Source: an optimization exercise on an open RTL-to-GDS flow (aim: small area and a short achievable clock period). Production flows keep margins and buffers that such runs may drop.
RTL that was checked went through simulation tests only; none was proved equivalent to the original.
No activity file was given, so power comes from the tool's default toggle rates.

==> flow/design.v (excerpt) <==
module fft_mag_sq_frame
#(
  parameter  int FFT_LEN = 64,
  localparam int IDX_W   = $clog2(FFT_LEN)
) (
  input  logic             aclk,
  input  logic             areset,
  input  logic [31:0]      slave_tdata,
  input  logic             slave_tvalid,
  output logic             slave_tready,
  output logic [31:0]      master_tdata,
  output logic             master_tvalid,
  input  logic             master_tready,
  output logic             master_tlast,
  output logic [IDX_W-1:0] peak_bin,
  output logic [31:0]      peak_mag,
  output logic             peak_valid
);
  localparam logic [IDX_W-1:0] LAST_IDX = IDX_W'(FFT_LEN - 1);
  logic             en_s, hs_s, first_s, last_s, upd_s;
  logic [15:0]      re_s, im_s, re_abs_s, im_abs_s;
  logic [31:0]      row0_s, row1_s, sum_s, mag_s;
  logic [15:0]      tree_a_s, tree_b_s;
  logic [31:0]      tree_row0_s, tree_row1_s;
  logic             s1_valid_r, s2_valid_r, s3_valid_r;
  logic [15:0]      s1_re_r, s1_im_r;
  logic [31:0]      s2_row0_r, s2_row1_r, s3_mag_r;
  logic [IDX_W-1:0] bin_cnt_r;
  logic [31:0]      run_max_r, peak_mag_r;
  logic [IDX_W-1:0] run_bin_r, peak_bin_r;
  logic             peak_valid_r;
  assign en_s         = master_tready;
  assign slave_tready = master_tready;
  assign re_s     = slave_tdata[15:0];
  assign im_s     = slave_tdata[31:16];
  assign re_abs_s = re_s[15] ? (~re_s + 16'd1) : re_s;
  assign im_abs_s = im_s[15] ? (~im_s + 16'd1) : im_s;
  ...
clock: 7.0 ns
lec_check: 0
abc_clock_period_in_ps: 3300
cap_margin: 20
core_margin: 2
core_utilization: 40
setup_slack_margin: 3.6
slew_margin: 20
synth_hierarchical: 1
synth_minimum_keep_size: 0
standard.sh (not shown) runs the stock make flow with config.mk's settings and CLKGATE_MAP_FILE= SYNTH_SCRIPT=/design/flow/synth_recipe.tcl, a recipe that flattens the netlist after the stock synthesis.
==> flow/flow/run.sh <==
#!/bin/bash
set -euo pipefail
bash standard.sh "BUFFER_PORTS_ARGS=-buffer_cell sky130_fd_sc_hd__buf_1" finish > standard.log 2>&1
The baseline finished with timing, DRC and antenna clean.
==> next run, changes <==
==> flow/run.sh (new file) <==
#!/bin/bash
# synth_recipe.tcl (not shown) runs the flow's synth.tcl, then flattens the netlist and writes it again
# the make line also repeats each setting of config.mk as NAME=value (left out here)
make -C /OpenROAD-flow-scripts/flow DESIGN_CONFIG=/design/flow/config.mk WORK_HOME=/design/flow/orfs CLKGATE_MAP_FILE= SYNTH_SCRIPT=/design/flow/synth_recipe.tcl finish
Settings changed: ABC_CLOCK_PERIOD_IN_PS 3300 to 3500, SETUP_SLACK_MARGIN 3.6 to 3.2.
removed: flow/flow/run.sh
removed: flow/standard.sh
=> Utilization goes up by 0.29 points. Die area stays the same. First-iteration DRC count goes up by 15%. Combinational power is about the same. Hold slack improves by 0.0044 ns. Synthesized cell count does not change. Clock-buffer cell count goes up by 5. Setup slack degrades by 0.14 ns. Maximum frequency goes down by 3.7%.
No functional check of the RTL was part of any run of this note.

========
fft_mag_sq_frame, a different RTL version from the one above (not shown whole).
Size: ~1200 cells after synthesis, about 220 flip-flops, ~110 I/O pins.
Settings: LEC_CHECK=0, ABC_CLOCK_PERIOD_IN_PS=3300, CAP_MARGIN=20, CORE_MARGIN=2, CORE_UTILIZATION=40, CTS_BUF_LIST=sky130_fd_sc_hd__clkbuf_8, CTS_CLUSTER_DIAMETER=50, CTS_CLUSTER_SIZE=16, SETUP_SLACK_MARGIN=3.85, SLEW_MARGIN=20, SYNTH_HIERARCHICAL=1, SYNTH_MINIMUM_KEEP_SIZE=0, TNS_END_PERCENT=5; clock period 7.0 ns.
==> flow/flow/run.sh <==
#!/bin/bash
set -euo pipefail
bash standard.sh \
  "BUFFER_PORTS_ARGS=-buffer_cell sky130_fd_sc_hd__buf_1" \
  "CTS_ARGS=-sink_clustering_enable -repair_clock_nets -sink_clustering_size 16 -sink_clustering_max_diameter 50 -buf_list sky130_fd_sc_hd__clkbuf_8 -dont_use_dummy_load" \
  finish > standard.log 2>&1
The baseline finished with timing, DRC and antenna clean.
Edit:
Settings changed: ABC_AREA set to 1, ABC_CLOCK_PERIOD_IN_PS 3300 to 3000, SETUP_SLACK_MARGIN 3.85 to 3.75.
Critical path depth came out lower by 1.
Core utilization drops by 0.21 points.
Sequential share of layout area barely changes.
Clock skew increases by 0.029 ns.
Maximum frequency came out higher by 1.0%.
Via count climbs by 8.6%.
Global-route usage drops by 0.29 points.

========
## v25
fft_mag_sq_frame, a different RTL version from the one above (not shown whole).
Size: about 1200 cells after synthesis, roughly 110 I/O pins.
clock: 7.0 ns
lec_check: 0
abc_clock_period_in_ps: 3300
cap_margin: 20
core_margin: 2
core_utilization: 40
cts_buf_list: sky130_fd_sc_hd__clkbuf_8
cts_cluster_diameter: 50
cts_cluster_size: 16
setup_slack_margin: 3.5
slew_margin: 20
synth_hierarchical: 1
synth_minimum_keep_size: 0
==> flow/flow/run.sh <==
#!/bin/bash
set -euo pipefail
bash standard.sh "BUFFER_PORTS_ARGS=-buffer_cell sky130_fd_sc_hd__buf_1" finish > standard.log 2>&1
diff inputs: v25 => v14
- TNS_END_PERCENT newly set to 5
- ABC_CLOCK_PERIOD_IN_PS changed from 3300 to 2900
- SETUP_SLACK_MARGIN changed from 3.5 to 4.0
==> flow/flow/run.sh <==
#!/bin/bash
set -euo pipefail
bash standard.sh \
  "BUFFER_PORTS_ARGS=-buffer_cell sky130_fd_sc_hd__buf_1" \
  "CTS_ARGS=-sink_clustering_enable -repair_clock_nets -sink_clustering_size 16 -sink_clustering_max_diameter 50 -buf_list sky130_fd_sc_hd__clkbuf_8 -dont_use_dummy_load" \
  finish > standard.log 2>&1
Notes after the runs:
Diff v25 -> v14: layout-stage area growth over the synthesis result went up by 1.9 points; count of clock-buffer cells in the layout went up by 1; post-synthesis share of cell area spent on full adders, half adders and majority gates was more or less identical. v25 vs v14, standard cell with the maximum stage delay on the critical path: edfxtp_1 vs fa_1. On v14: worst setup slack after placement is 0.067 ns lower than what v25 gave. Relative to v25, the length of routed wiring on met1 of v14 is higher by 4.8%. Number of cells on the critical path is lower on v25.
Modified inputs, v32 compared to v14
- SETUP_SLACK_MARGIN changed from 4.0 to 3.7
- ABC_CLOCK_PERIOD_IN_PS changed from 2900 to 3100
[summary]
- As of v32, internal power contribution had fallen slightly compared to v14.
- [compare] base=v14 new=v32: number of buffers inserted by post-CTS setup repair moved down, global routing usage on met2 dropped 0.70 points, sum of met2 wire segment lengths after detailed routing lost 5.2%, clock network power share increased by 0.3 points relative to the old numbers, sequential cell count flat.

-- static timing again, ports no longer ideal --
No port has a modelled driver above. Below, the same layouts with a new extraction and two added sets of constraints.
Step 1: set_driving_cell puts a clkbuf_16 on aclk and a buf_2 on each other input, an assumption about the parent block.
Step 2 moves the port delays by t, midway between the first and last clock arrival at a register: inputs arrive t later, outputs are due t later. That takes back most of the time a late clock gives input paths.
a / b / c = no drivers / after step 1 / after step 2; a / b = the first two.
run	shift t [ns]	setup slack, ns	hold WS [ns]	worst register clock-pin slew, ns	cell pins on the clock port's net
the first run of note 1	0.595	3.391 / 3.391 / 3.391	0.491 / 0.491 / 0.491	0.06 / 0.06	1
the second run of note 1	0.587	3.254 / 3.254 / 3.248	0.496 / 0.496 / 0.496	0.06 / 0.06	1
the first run of note 2	0.595	3.724 / 3.709 / 3.412	0.472 / 0.472 / 0.472	0.10 / 0.10	1
the second run of note 2	0.604	3.757 / 3.637 / 3.637	0.451 / 0.451 / 0.451	0.09 / 0.09	1
v25	0.635	3.554 / 3.554 / 3.554	0.473 / 0.473 / 0.473	0.09 / 0.09	1
v14	0.609	3.706 / 3.690 / 3.548	0.467 / 0.467 / 0.467	0.08 / 0.08	1
v32	0.599	3.603 / 3.603 / 3.603	0.453 / 0.453 / 0.453	0.09 / 0.09	1
After both steps every run listed still meets setup and hold. The setup slack of the first run of note 2, which loses most, moves by -0.015 ns with the drivers and by -0.312 ns with both steps.
